This is an optimization exercise on Yosys and OpenROAD, whose aim is small area and few clock cycles, not a production implementation. The RTL was checked by simulation tests, not by an equivalence proof against the original design. The flow treats the clock pin as an ideal source, which a real chip does not have. No activity file was given, so power comes from the tool's default toggle rates.

==> inputs of sierra <==
Design hid_key_report_to_ascii_typematic, start of the top module:
module hid_key_report_to_ascii_typematic #(
  parameter int unsigned KEY_SLOTS = 6
) (
  input  logic                      clk_i,
  input  logic                      rst_ni,
  input  logic                      cfg_we_i,
  input  logic [hkt_pkg::CFG_IDX_W-1:0] cfg_idx_i,
  input  logic [7:0]                cfg_data_i,
  input  logic                      in_valid_i,
  output logic                      in_ready_o,
  input  logic                      op_i,
  input  logic [7:0]                modifier_bits_i,
  input  logic [7:0]                key_slot_0_i,
  input  logic [7:0]                key_slot_1_i,
  input  logic [7:0]                key_slot_2_i,
  input  logic [7:0]                key_slot_3_i,
  input  logic [7:0]                key_slot_4_i,
  input  logic [7:0]                key_slot_5_i,
  output logic                      out_valid_o,
  input  logic                      out_ready_i,
  output logic [7:0]                out_char_o,
  output logic                      char_valid_o,
  output logic                      last_o,
  output logic                      caps_lock_led_o,
  output logic                      num_lock_led_o,
  output logic                      led_report_changed_o
);
==> flow/config.mk <==
export PLATFORM = sky130hd
export DESIGN_NAME = hid_key_report_to_ascii_typematic
export DESIGN_NICKNAME = hid_key_report_to_ascii_typematic
export VERILOG_FILES = /design/flow/design.v
export SDC_FILE = /design/flow/constraint.sdc
export NUM_CORES = 4
export LEC_CHECK = 0
export CAP_MARGIN = 20
export CORE_MARGIN = 2
export CORE_UTILIZATION = 40
export SLEW_MARGIN = 20
export SYNTH_HIERARCHICAL = 1
==> flow/constraint.sdc <==
create_clock -name core_clock -period 10.0 [get_ports {clk_i}]
set_input_delay 2.0000 -clock core_clock [delete_from_list [all_inputs] [get_ports {clk_i}]]
set_output_delay 2.0000 -clock core_clock [all_outputs]
set_load 0.01 [all_outputs]
standard.sh (not shown) runs the stock make flow with config.mk's settings and CLKGATE_MAP_FILE= SYNTH_SCRIPT=/design/flow/synth_recipe.tcl, a recipe that flattens the netlist after the stock synthesis.
==> flow/flow/run.sh <==
#!/bin/bash
# The standard layout (the standard.sh, standard synthesis included), with these changes:
# the port buffers that global placement inserts are the smallest buffer cell instead of
# the default choice (every input and output port still gets its own buffer); clock tree
# synthesis may use clkbuf_8 as well as clkbuf_16 buffers and adds no dummy loads; and after
# clock tree synthesis, cells on paths with slack are sized down (flow/post_cts.tcl).
# standard.sh's output goes to standard.log; each ORFS step keeps its own log under orfs/logs.
set -euo pipefail
export BUFFER_PORTS_ARGS="-buffer_cell sky130_fd_sc_hd__buf_1"
export CTS_ARGS="-sink_clustering_enable -repair_clock_nets -dont_use_dummy_load -buf_list {sky130_fd_sc_hd__clkbuf_8 sky130_fd_sc_hd__clkbuf_16}"
export POST_CTS_TCL="$PWD/flow/post_cts.tcl"
bash standard.sh > standard.log 2>&1
==> flow/flow/post_cts.tcl <==
# Size down cells on paths with slack, then legalize the placement again.
estimate_parasitics -placement
repair_timing -recover_power 100 -verbose
detailed_placement
check_placement -verbose
report_design_area
==> xenon (differences from sierra) <==
--- a/flow/design.v
+++ b/flow/design.v
@@ -249,57 +249,48 @@
 module hkt_match (
   input  logic [5:0][7:0] slots_i,
   input  logic [5:0][7:0] prev_i,
   input  logic            pvalid_i,
   input  logic            scan_i,
   input  logic [2:0]      p_i,
   input  logic [2:0]      h_i,
   output logic [2:0]      s_o,
-  output logic [5:0]      ssel_o,
   output logic            has_s_o,
   output logic            more_o,
   output logic [7:0]      skey_o,
   output logic [5:0]      row_o,
-  output logic [5:0]      diag_o
+  output logic [5:0]      col_o
 );
-  logic [5:0] diag, same, cand, done, todo;
-  logic [7:0] hkey, rkey;
-  assign hkey = prev_i[h_i];
-  for (genvar j = 0; j < 6; j++) begin : g_cmp
-    hkt_eq8 u_diag (.a_i(slots_i[j]), .b_i(prev_i[j]), .eq_o(same[j]));
-    hkt_eq8 u_row  (.a_i(rkey),       .b_i(prev_i[j]), .eq_o(row_o[j]));
-  end
+  logic [5:0] diag, cand, done, todo;
+  logic [7:0] hkey;
   always_comb begin
     for (int i = 0; i < 6; i++) begin
-      diag[i] = pvalid_i && same[i];
+      diag[i] = pvalid_i && (slots_i[i] == prev_i[i]);
       cand[i] = !diag[i] && (slots_i[i] != 8'h00);
       done[i] = scan_i && (3'(i) <= p_i);
     end
     todo = cand & ~done;
     s_o  = 3'd0;
     for (int i = 5; i >= 0; i--) begin
       if (todo[i]) s_o = 3'(i);
     end
-    ssel_o  = todo & ~(todo - 6'd1);
     has_s_o = |todo;
-    more_o  = |(todo & ~ssel_o);
+    more_o  = |(todo & ~(6'd1 << s_o));
     skey_o  = '0;
-    for (int i = 0; i < 6; i++) skey_o = skey_o | (ssel_o[i] ? slots_i[i] : 8'h00);
-    rkey    = has_s_o ? skey_o : hkey;
-    diag_o  = diag;
+    for (int i = 0; i < 6; i++) begin
+      if (todo[i] && (todo & ((6'd1 << i) - 6'd1)) == '0) skey_o = skey_o | slots_i[i];
+    end
+    hkey    = prev_i[h_i];
+    for (int j = 0; j < 6; j++) begin
+      row_o[j] = skey_o == prev_i[j];
+      col_o[j] = slots_i[j] == hkey;
+    end
   end
 endmodule
-module hkt_eq8 (
-  input  logic [7:0] a_i,
-  input  logic [7:0] b_i,
-  output logic       eq_o
-);
-  assign eq_o = a_i == b_i;
-endmodule
 module hid_key_report_to_ascii_typematic #(
   parameter int unsigned KEY_SLOTS = 6
 ) (
   input  logic                      clk_i,
   input  logic                      rst_ni,
   input  logic                      cfg_we_i,
   input  logic [hkt_pkg::CFG_IDX_W-1:0] cfg_idx_i,
   input  logic [7:0]                cfg_data_i,
@@ -334,28 +325,27 @@
   logic [7:0]      rem_q;
   logic            scan_q, evr_q;
   logic [2:0]      p_q;
   logic            job_v_q, ofire_q, chg_q, onl_q;
   logic [N-1:0]    pend_q, oup_q;
   logic [1:0]      bidx_q;
   logic [N-1:0][7:0] slots;
   logic            shift, ctrl;
-  logic [N-1:0]    row, diag, kfound;
+  logic [N-1:0]    row, col;
   logic [2:0]      s, h1;
   logic [7:0]      skey;
   logic            xl_any;
   logic            more, has_s, sseen, snew, sx, sc, sn, sup, ev_s, evr, chg_run;
-  logic            hv0, present, need_k, kneed, kin_q;
-  logic [2:0]      kpos_q;
+  logic            hv0, present;
   logic            scan, step;
   logic            fire_c;
   logic            acc, acc_rep, acc_tick, acc_fire;
   logic            out_xfer, finishing, slot_free;
-  logic [N-1:0]    first, ksel, ssel;
+  logic [2:0]      cur, kidx;
   logic [7:0]      okey;
   logic            oup, octrl, onl;
   logic [1:0]      olen;
   logic [7:0]      obyte;
   logic            lane_end, pend_one;
   function automatic logic has_xlat(logic [7:0] k);
     has_xlat = (k >= 8'h04 && k <= 8'h38 && k != 8'h29 && k != 8'h2B)
             || (k >= 8'h3A && k <= 8'h45) || (k >= 8'h4F && k <= 8'h52)
@@ -368,83 +358,79 @@
   hkt_match u_match (
     .slots_i  (slots),
     .prev_i   (prev_q),
     .pvalid_i (pvalid_q),
     .scan_i   (scan_q),
     .p_i      (p_q),
     .h_i      (h_q),
     .s_o      (s),
-    .ssel_o   (ssel),
     .has_s_o  (has_s),
     .more_o   (more),
     .skey_o   (skey),
     .row_o    (row),
-    .diag_o   (diag)
+    .col_o    (col)
   );
   always_comb begin
     sseen   = pvalid_q && (|row);
     snew    = has_s && !sseen;
     sx      = snew && has_xlat(skey);
     sc      = snew && skey == hkt_pkg::KEY_CAPS_LOCK;
     sn      = snew && skey == hkt_pkg::KEY_NUM_LOCK;
     sup     = (caps_q && skey >= 8'h04 && skey <= 8'h1D) != shift;
     ev_s    = sx || sc || sn;
     evr     = scan_q && evr_q;
     chg_run = (scan_q && chg_q) || sc || sn;
     xl_any  = (scan_q && (|pend_q)) || sx;
     hv0     = hv_q && !((ctrl && !pctrl_q) || (shift && !pshift_q));
-    need_k  = hv0 && !diag[h_q] && !evr;
-    kneed   = has_s && need_k && !snew;
-    kfound  = row & diag;
-    present = has_s ? diag[h_q] : ((scan_q && kin_q) || (|kfound));
+    present = |col;
     h1      = 3'd0;
     for (int i = N - 1; i >= 0; i--) begin
-      if (kfound[i]) h1 = 3'(i);
+      if (col[i]) h1 = 3'(i);
     end
-    if (has_s)                h1 = h_q;
-    else if (scan_q && kin_q) h1 = kpos_q;
   end
   always_comb begin
-    first = pend_q & ~(pend_q - 1'b1);
-    ksel  = ofire_q ? (N'(1) << h_q) : first;
-    okey = '0;
-    for (int i = 0; i < N; i++) okey = okey | (ksel[i] ? prev_q[i] : 8'h00);
+    cur = 3'd0;
+    for (int i = N - 1; i >= 0; i--) begin
+      if (pend_q[i]) cur = 3'(i);
+    end
   end
-  assign oup   = ofire_q ? hup_q : |(first & oup_q);
+  assign kidx  = ofire_q ? h_q : cur;
+  assign okey  = prev_q[kidx];
+  assign oup   = ofire_q ? hup_q : oup_q[cur];
   assign octrl = ofire_q ? hctrl_q : pctrl_q;
   assign onl   = ofire_q ? hnl_q : onl_q;
   hkt_lane u_xlat (
     .key_i  (okey),
     .up_i   (oup),
     .ctrl_i (octrl),
     .nl_i   (onl),
     .idx_i  (bidx_q),
     .len_o  (olen),
     .byte_o (obyte)
   );
   assign lane_end     = (bidx_q == olen - 2'd1);
-  assign pend_one     = (pend_q & ~first) == '0;
+  assign pend_one     = (pend_q & (pend_q - 1'b1)) == '0;
   assign out_valid_o  = job_v_q;
   assign char_valid_o = ofire_q || (|pend_q);
   assign out_char_o   = char_valid_o ? obyte : 8'h00;
   assign last_o       = ofire_q ? lane_end : (pend_q == '0 || (pend_one && lane_end));
   assign caps_lock_led_o      = caps_q;
   assign num_lock_led_o       = num_q;
   assign led_report_changed_o = chg_q;
   assign fire_c    = hv_q && (rem_q <= 8'd1);
   assign out_xfer  = job_v_q && out_ready_i;
   assign finishing = out_xfer && last_o;
   assign slot_free = !job_v_q || finishing;
-  assign in_ready_o = op_i ? (!fire_c || slot_free) : (slot_free && !more && !kneed);
+  assign in_ready_o = op_i ? (!fire_c || slot_free) : (slot_free && !more);
   assign acc       = in_valid_i && in_ready_o;
   assign acc_rep   = acc && !op_i;
   assign acc_tick  = acc && op_i;
   assign acc_fire  = acc_tick && fire_c;
-  assign scan      = in_valid_i && !op_i && !job_v_q && (more || kneed);
+  assign scan      = in_valid_i && !op_i && !job_v_q && more;
   assign step      = scan || acc_rep;
   always_ff @(posedge clk_i or negedge rst_ni) begin
     if (!rst_ni) begin
       nl_q     <= 1'b1;
       first_q  <= hkt_pkg::FIRST_RESET;
       next_q   <= hkt_pkg::NEXT_RESET;
       pvalid_q <= 1'b0;
       scan_q   <= 1'b0;
@@ -477,21 +463,19 @@
       end
       if (slot_free) job_v_q <= acc_rep || acc_fire;
     end
   end
   always_ff @(posedge clk_i) begin
     if (scan) begin
       p_q   <= s;
       evr_q <= evr || ev_s;
-      kin_q <= (scan_q && kin_q) || row[h_q];
-      if (row[h_q]) kpos_q <= s;
     end
     if (step) begin
-      oup_q <= (oup_q & ~ssel) | (sup ? ssel : '0);
+      oup_q[s] <= sup;
       if (sx) begin
         h_q     <= s;
         hup_q   <= sup;
         hctrl_q <= ctrl;
       end else if (acc_rep && !ev_s && !evr) begin
         h_q     <= h1;
       end
     end
@@ -499,25 +483,25 @@
       prev_q <= slots;
       onl_q  <= nl_q;
     end
     if (acc_rep && xl_any) begin
       hnl_q <= nl_q;
       rem_q <= first_q;
     end else if (acc_tick && hv_q) rem_q <= fire_c ? next_q : rem_q - 8'd1;
     if (scan) begin
-      pend_q <= (scan_q ? pend_q : '0) | (sx ? ssel : '0);
+      pend_q <= (scan_q ? pend_q : '0) | (sx ? (N'(1) << s) : '0);
       chg_q  <= chg_run;
     end else if (slot_free) begin
       bidx_q  <= 2'd0;
       ofire_q <= !acc_rep;
-      pend_q  <= acc_rep ? ((scan_q ? pend_q : '0) | (sx ? ssel : '0)) : '0;
+      pend_q  <= acc_rep ? ((scan_q ? pend_q : '0) | (sx ? (N'(1) << s) : '0)) : '0;
       chg_q   <= acc_rep && chg_run;
     end else if (out_xfer) begin
       if (!ofire_q && lane_end) begin
-        pend_q      <= pend_q & ~first;
+        pend_q[cur] <= 1'b0;
         bidx_q      <= 2'd0;
       end else begin
         bidx_q <= bidx_q + 2'd1;
       end
     end
   end
 endmodule
==> flow/flow/run.sh (replaced) <==
#!/bin/bash
# The standard layout (the standard.sh, standard synthesis included), with these changes:
# the port buffers that global placement inserts are the smallest buffer cell instead of
# the default choice (every input and output port still gets its own buffer); clock tree
# synthesis uses clkbuf_8 buffers and adds no dummy loads; and after clock tree synthesis,
# cells on paths with slack are sized down (flow/post_cts.tcl).
set -euo pipefail
export BUFFER_PORTS_ARGS="-buffer_cell sky130_fd_sc_hd__buf_1"
export CTS_ARGS="-sink_clustering_enable -repair_clock_nets -dont_use_dummy_load -buf_list {sky130_fd_sc_hd__clkbuf_8 sky130_fd_sc_hd__clkbuf_16}"
export POST_CTS_TCL="$PWD/flow/post_cts.tcl"
bash standard.sh > standard.log 2>&1
--- a/flow/config.mk
+++ b/flow/config.mk
@@ -3,10 +3,11 @@
 export DESIGN_NICKNAME = hid_key_report_to_ascii_typematic
 export VERILOG_FILES = /design/flow/design.v
 export SDC_FILE = /design/flow/constraint.sdc
 export NUM_CORES = 4
 export LEC_CHECK = 0
 export CAP_MARGIN = 20
 export CORE_MARGIN = 2
 export CORE_UTILIZATION = 40
+export CTS_BUF_LIST = sky130_fd_sc_hd__clkbuf_8
 export SLEW_MARGIN = 20
 export SYNTH_HIERARCHICAL = 1
==> willow (differences from sierra) <==
--- a/flow/design.v
+++ b/flow/design.v
@@ -249,57 +249,48 @@
 module hkt_match (
   input  logic [5:0][7:0] slots_i,
   input  logic [5:0][7:0] prev_i,
   input  logic            pvalid_i,
   input  logic            scan_i,
   input  logic [2:0]      p_i,
   input  logic [2:0]      h_i,
   output logic [2:0]      s_o,
-  output logic [5:0]      ssel_o,
   output logic            has_s_o,
   output logic            more_o,
   output logic [7:0]      skey_o,
   output logic [5:0]      row_o,
-  output logic [5:0]      diag_o
+  output logic [5:0]      col_o
 );
-  logic [5:0] diag, same, cand, done, todo;
-  logic [7:0] hkey, rkey;
-  assign hkey = prev_i[h_i];
-  for (genvar j = 0; j < 6; j++) begin : g_cmp
-    hkt_eq8 u_diag (.a_i(slots_i[j]), .b_i(prev_i[j]), .eq_o(same[j]));
-    hkt_eq8 u_row  (.a_i(rkey),       .b_i(prev_i[j]), .eq_o(row_o[j]));
-  end
+  logic [5:0] diag, cand, done, todo;
+  logic [7:0] hkey;
   always_comb begin
     for (int i = 0; i < 6; i++) begin
-      diag[i] = pvalid_i && same[i];
+      diag[i] = pvalid_i && (slots_i[i] == prev_i[i]);
       cand[i] = !diag[i] && (slots_i[i] != 8'h00);
       done[i] = scan_i && (3'(i) <= p_i);
     end
     todo = cand & ~done;
     s_o  = 3'd0;
     for (int i = 5; i >= 0; i--) begin
       if (todo[i]) s_o = 3'(i);
     end
-    ssel_o  = todo & ~(todo - 6'd1);
     has_s_o = |todo;
-    more_o  = |(todo & ~ssel_o);
+    more_o  = |(todo & ~(6'd1 << s_o));
     skey_o  = '0;
-    for (int i = 0; i < 6; i++) skey_o = skey_o | (ssel_o[i] ? slots_i[i] : 8'h00);
-    rkey    = has_s_o ? skey_o : hkey;
-    diag_o  = diag;
+    for (int i = 0; i < 6; i++) begin
+      if (todo[i] && (todo & ((6'd1 << i) - 6'd1)) == '0) skey_o = skey_o | slots_i[i];
+    end
+    hkey    = prev_i[h_i];
+    for (int j = 0; j < 6; j++) begin
+      row_o[j] = skey_o == prev_i[j];
+      col_o[j] = slots_i[j] == hkey;
+    end
   end
 endmodule
-module hkt_eq8 (
-  input  logic [7:0] a_i,
-  input  logic [7:0] b_i,
-  output logic       eq_o
-);
-  assign eq_o = a_i == b_i;
-endmodule
 module hid_key_report_to_ascii_typematic #(
   parameter int unsigned KEY_SLOTS = 6
 ) (
   input  logic                      clk_i,
   input  logic                      rst_ni,
   input  logic                      cfg_we_i,
   input  logic [hkt_pkg::CFG_IDX_W-1:0] cfg_idx_i,
   input  logic [7:0]                cfg_data_i,
@@ -334,28 +325,27 @@
   logic [7:0]      rem_q;
   logic            scan_q, evr_q;
   logic [2:0]      p_q;
   logic            job_v_q, ofire_q, chg_q, onl_q;
   logic [N-1:0]    pend_q, oup_q;
   logic [1:0]      bidx_q;
   logic [N-1:0][7:0] slots;
   logic            shift, ctrl;
-  logic [N-1:0]    row, diag, kfound;
+  logic [N-1:0]    row, col;
   logic [2:0]      s, h1;
   logic [7:0]      skey;
   logic            xl_any;
   logic            more, has_s, sseen, snew, sx, sc, sn, sup, ev_s, evr, chg_run;
-  logic            hv0, present, need_k, kneed, kin_q;
-  logic [2:0]      kpos_q;
+  logic            hv0, present;
   logic            scan, step;
   logic            fire_c;
   logic            acc, acc_rep, acc_tick, acc_fire;
   logic            out_xfer, finishing, slot_free;
-  logic [N-1:0]    first, ksel, ssel;
+  logic [2:0]      cur, kidx;
   logic [7:0]      okey;
   logic            oup, octrl, onl;
   logic [1:0]      olen;
   logic [7:0]      obyte;
   logic            lane_end, pend_one;
   function automatic logic has_xlat(logic [7:0] k);
     has_xlat = (k >= 8'h04 && k <= 8'h38 && k != 8'h29 && k != 8'h2B)
             || (k >= 8'h3A && k <= 8'h45) || (k >= 8'h4F && k <= 8'h52)
@@ -368,83 +358,79 @@
   hkt_match u_match (
     .slots_i  (slots),
     .prev_i   (prev_q),
     .pvalid_i (pvalid_q),
     .scan_i   (scan_q),
     .p_i      (p_q),
     .h_i      (h_q),
     .s_o      (s),
-    .ssel_o   (ssel),
     .has_s_o  (has_s),
     .more_o   (more),
     .skey_o   (skey),
     .row_o    (row),
-    .diag_o   (diag)
+    .col_o    (col)
   );
   always_comb begin
     sseen   = pvalid_q && (|row);
     snew    = has_s && !sseen;
     sx      = snew && has_xlat(skey);
     sc      = snew && skey == hkt_pkg::KEY_CAPS_LOCK;
     sn      = snew && skey == hkt_pkg::KEY_NUM_LOCK;
     sup     = (caps_q && skey >= 8'h04 && skey <= 8'h1D) != shift;
     ev_s    = sx || sc || sn;
     evr     = scan_q && evr_q;
     chg_run = (scan_q && chg_q) || sc || sn;
     xl_any  = (scan_q && (|pend_q)) || sx;
     hv0     = hv_q && !((ctrl && !pctrl_q) || (shift && !pshift_q));
-    need_k  = hv0 && !diag[h_q] && !evr;
-    kneed   = has_s && need_k && !snew;
-    kfound  = row & diag;
-    present = has_s ? diag[h_q] : ((scan_q && kin_q) || (|kfound));
+    present = |col;
     h1      = 3'd0;
     for (int i = N - 1; i >= 0; i--) begin
-      if (kfound[i]) h1 = 3'(i);
+      if (col[i]) h1 = 3'(i);
     end
-    if (has_s)                h1 = h_q;
-    else if (scan_q && kin_q) h1 = kpos_q;
   end
   always_comb begin
-    first = pend_q & ~(pend_q - 1'b1);
-    ksel  = ofire_q ? (N'(1) << h_q) : first;
-    okey = '0;
-    for (int i = 0; i < N; i++) okey = okey | (ksel[i] ? prev_q[i] : 8'h00);
+    cur = 3'd0;
+    for (int i = N - 1; i >= 0; i--) begin
+      if (pend_q[i]) cur = 3'(i);
+    end
   end
-  assign oup   = ofire_q ? hup_q : |(first & oup_q);
+  assign kidx  = ofire_q ? h_q : cur;
+  assign okey  = prev_q[kidx];
+  assign oup   = ofire_q ? hup_q : oup_q[cur];
   assign octrl = ofire_q ? hctrl_q : pctrl_q;
   assign onl   = ofire_q ? hnl_q : onl_q;
   hkt_lane u_xlat (
     .key_i  (okey),
     .up_i   (oup),
     .ctrl_i (octrl),
     .nl_i   (onl),
     .idx_i  (bidx_q),
     .len_o  (olen),
     .byte_o (obyte)
   );
   assign lane_end     = (bidx_q == olen - 2'd1);
-  assign pend_one     = (pend_q & ~first) == '0;
+  assign pend_one     = (pend_q & (pend_q - 1'b1)) == '0;
   assign out_valid_o  = job_v_q;
   assign char_valid_o = ofire_q || (|pend_q);
   assign out_char_o   = char_valid_o ? obyte : 8'h00;
   assign last_o       = ofire_q ? lane_end : (pend_q == '0 || (pend_one && lane_end));
   assign caps_lock_led_o      = caps_q;
   assign num_lock_led_o       = num_q;
   assign led_report_changed_o = chg_q;
   assign fire_c    = hv_q && (rem_q <= 8'd1);
   assign out_xfer  = job_v_q && out_ready_i;
   assign finishing = out_xfer && last_o;
   assign slot_free = !job_v_q || finishing;
-  assign in_ready_o = op_i ? (!fire_c || slot_free) : (slot_free && !more && !kneed);
+  assign in_ready_o = op_i ? (!fire_c || slot_free) : (slot_free && !more);
   assign acc       = in_valid_i && in_ready_o;
   assign acc_rep   = acc && !op_i;
   assign acc_tick  = acc && op_i;
   assign acc_fire  = acc_tick && fire_c;
-  assign scan      = in_valid_i && !op_i && !job_v_q && (more || kneed);
+  assign scan      = in_valid_i && !op_i && !job_v_q && more;
   assign step      = scan || acc_rep;
   always_ff @(posedge clk_i or negedge rst_ni) begin
     if (!rst_ni) begin
       nl_q     <= 1'b1;
       first_q  <= hkt_pkg::FIRST_RESET;
       next_q   <= hkt_pkg::NEXT_RESET;
       pvalid_q <= 1'b0;
       scan_q   <= 1'b0;
@@ -477,21 +463,19 @@
       end
       if (slot_free) job_v_q <= acc_rep || acc_fire;
     end
   end
   always_ff @(posedge clk_i) begin
     if (scan) begin
       p_q   <= s;
       evr_q <= evr || ev_s;
-      kin_q <= (scan_q && kin_q) || row[h_q];
-      if (row[h_q]) kpos_q <= s;
     end
     if (step) begin
-      oup_q <= (oup_q & ~ssel) | (sup ? ssel : '0);
+      oup_q[s] <= sup;
       if (sx) begin
         h_q     <= s;
         hup_q   <= sup;
         hctrl_q <= ctrl;
       end else if (acc_rep && !ev_s && !evr) begin
         h_q     <= h1;
       end
     end
@@ -499,25 +483,25 @@
       prev_q <= slots;
       onl_q  <= nl_q;
     end
     if (acc_rep && xl_any) begin
       hnl_q <= nl_q;
       rem_q <= first_q;
     end else if (acc_tick && hv_q) rem_q <= fire_c ? next_q : rem_q - 8'd1;
     if (scan) begin
-      pend_q <= (scan_q ? pend_q : '0) | (sx ? ssel : '0);
+      pend_q <= (scan_q ? pend_q : '0) | (sx ? (N'(1) << s) : '0);
       chg_q  <= chg_run;
     end else if (slot_free) begin
       bidx_q  <= 2'd0;
       ofire_q <= !acc_rep;
-      pend_q  <= acc_rep ? ((scan_q ? pend_q : '0) | (sx ? ssel : '0)) : '0;
+      pend_q  <= acc_rep ? ((scan_q ? pend_q : '0) | (sx ? (N'(1) << s) : '0)) : '0;
       chg_q   <= acc_rep && chg_run;
     end else if (out_xfer) begin
       if (!ofire_q && lane_end) begin
-        pend_q      <= pend_q & ~first;
+        pend_q[cur] <= 1'b0;
         bidx_q      <= 2'd0;
       end else begin
         bidx_q <= bidx_q + 2'd1;
       end
     end
   end
 endmodule
==> flow/flow/run.sh (replaced) <==
#!/bin/bash
# The standard layout (the standard.sh, standard synthesis included), with two changes:
# the port buffers that global placement inserts are the smallest buffer cell instead of
# the default choice (every input and output port still gets its own buffer), and clock
# tree synthesis adds no dummy loads.
set -euo pipefail
export BUFFER_PORTS_ARGS="-buffer_cell sky130_fd_sc_hd__buf_1"
export CTS_ARGS="-sink_clustering_enable -repair_clock_nets -dont_use_dummy_load"
bash standard.sh > standard.log 2>&1
--- a/flow/config.mk
+++ b/flow/config.mk
@@ -3,10 +3,11 @@
 export DESIGN_NICKNAME = hid_key_report_to_ascii_typematic
 export VERILOG_FILES = /design/flow/design.v
 export SDC_FILE = /design/flow/constraint.sdc
 export NUM_CORES = 4
 export LEC_CHECK = 0
 export CAP_MARGIN = 20
 export CORE_MARGIN = 2
 export CORE_UTILIZATION = 40
+export CTS_BUF_LIST = sky130_fd_sc_hd__clkbuf_8
 export SLEW_MARGIN = 20
 export SYNTH_HIERARCHICAL = 1
removed: flow/flow/post_cts.tcl
==> qor summary <==
| item | willow | xenon | sierra |
|---|---|---|---|
| Run status | finished clean | finished clean | finished clean |
| Number of cells in the design after placement | 1451 | 1451 | 1269 |
| Total number of tap cells | 330 | 330 | 280 |
| Total sequential power | 0.616 mW | 0.615 mW | 0.539 mW |
| Reported net switching power | 0.5336 mW | 0.5285 mW | 0.2882 mW |
| Post-synth design cell area | 0.01017 mm2 | 0.01017 mm2 | 0.008940 mm2 |
| Sequential cell count of the final layout | 108 | 108 | 112 |
| Total wirelength of the detailed-routed design | 31.05 mm | 31.13 mm | 26.71 mm |
| Fillers | 2464 | 2482 | 2212 |
| Number of sinks driven by the clock tree | 108 | 108 | 112 |
| Part of the total power dissipated in combinational logic | 35.8% | 35.4% | 18.7% |
| Hold slack | 473.3 ps | 473.2 ps | 480.7 ps |
| Placed Area | 0.01068 mm2 | 0.01068 mm2 | 0.009475 mm2 |
| Area of all sequential standard cells | 0.003127 mm2 | 0.003127 mm2 | 0.003247 mm2 |
| Least-Margin Pin Slew | 1175 ps | 1191 ps | 967.6 ps |
Testbench counts of sierra, summed over its fixed seeds: cycles 24,616.
Testbench counts of xenon, summed over its fixed seeds: cycles 24,608.
Testbench counts of willow, summed over its fixed seeds: cycles 24,608.

==> what the ideal ports hide <==
The flow's constraints put no driver on any port. The routed layouts listed below were extracted and timed again, unchanged, in two steps. Step 1, drivers: a clkbuf_16 drives clk_i and a buf_2 each remaining input, both assumed. Step 2 adds t to the input delays and takes it off the output delays; t is the mean of the earliest and latest rising clock arrival at the registers after step 1. Input paths then give back, and output paths get back, about the clock's delay inside the block. Slacks: no drivers / after step 1 / after step 2; pairs: no drivers / after step 1.
run | t (ns) | setup WS [ns] | hold slack, ns | worst slew at a driven data input, ns | pins driven straight from the clock port
sierra | 0.404 | 0.408 / 0.383 / 0.383 | 0.481 / 0.481 / 0.481 | 0.04 | 1
xenon | 0.401 | 0.869 / 0.826 / 1.144 | 0.473 / 0.473 / 0.473 | 0.04 | 1
willow | 0.404 | 1.135 / 1.091 / 1.495 | 0.473 / 0.473 / 0.473 | 0.04 | 1
After both steps every run listed still meets setup and hold. For sierra, which loses most, drivers alone change the setup slack by -0.025 ns; drivers and shift together by -0.025 ns.
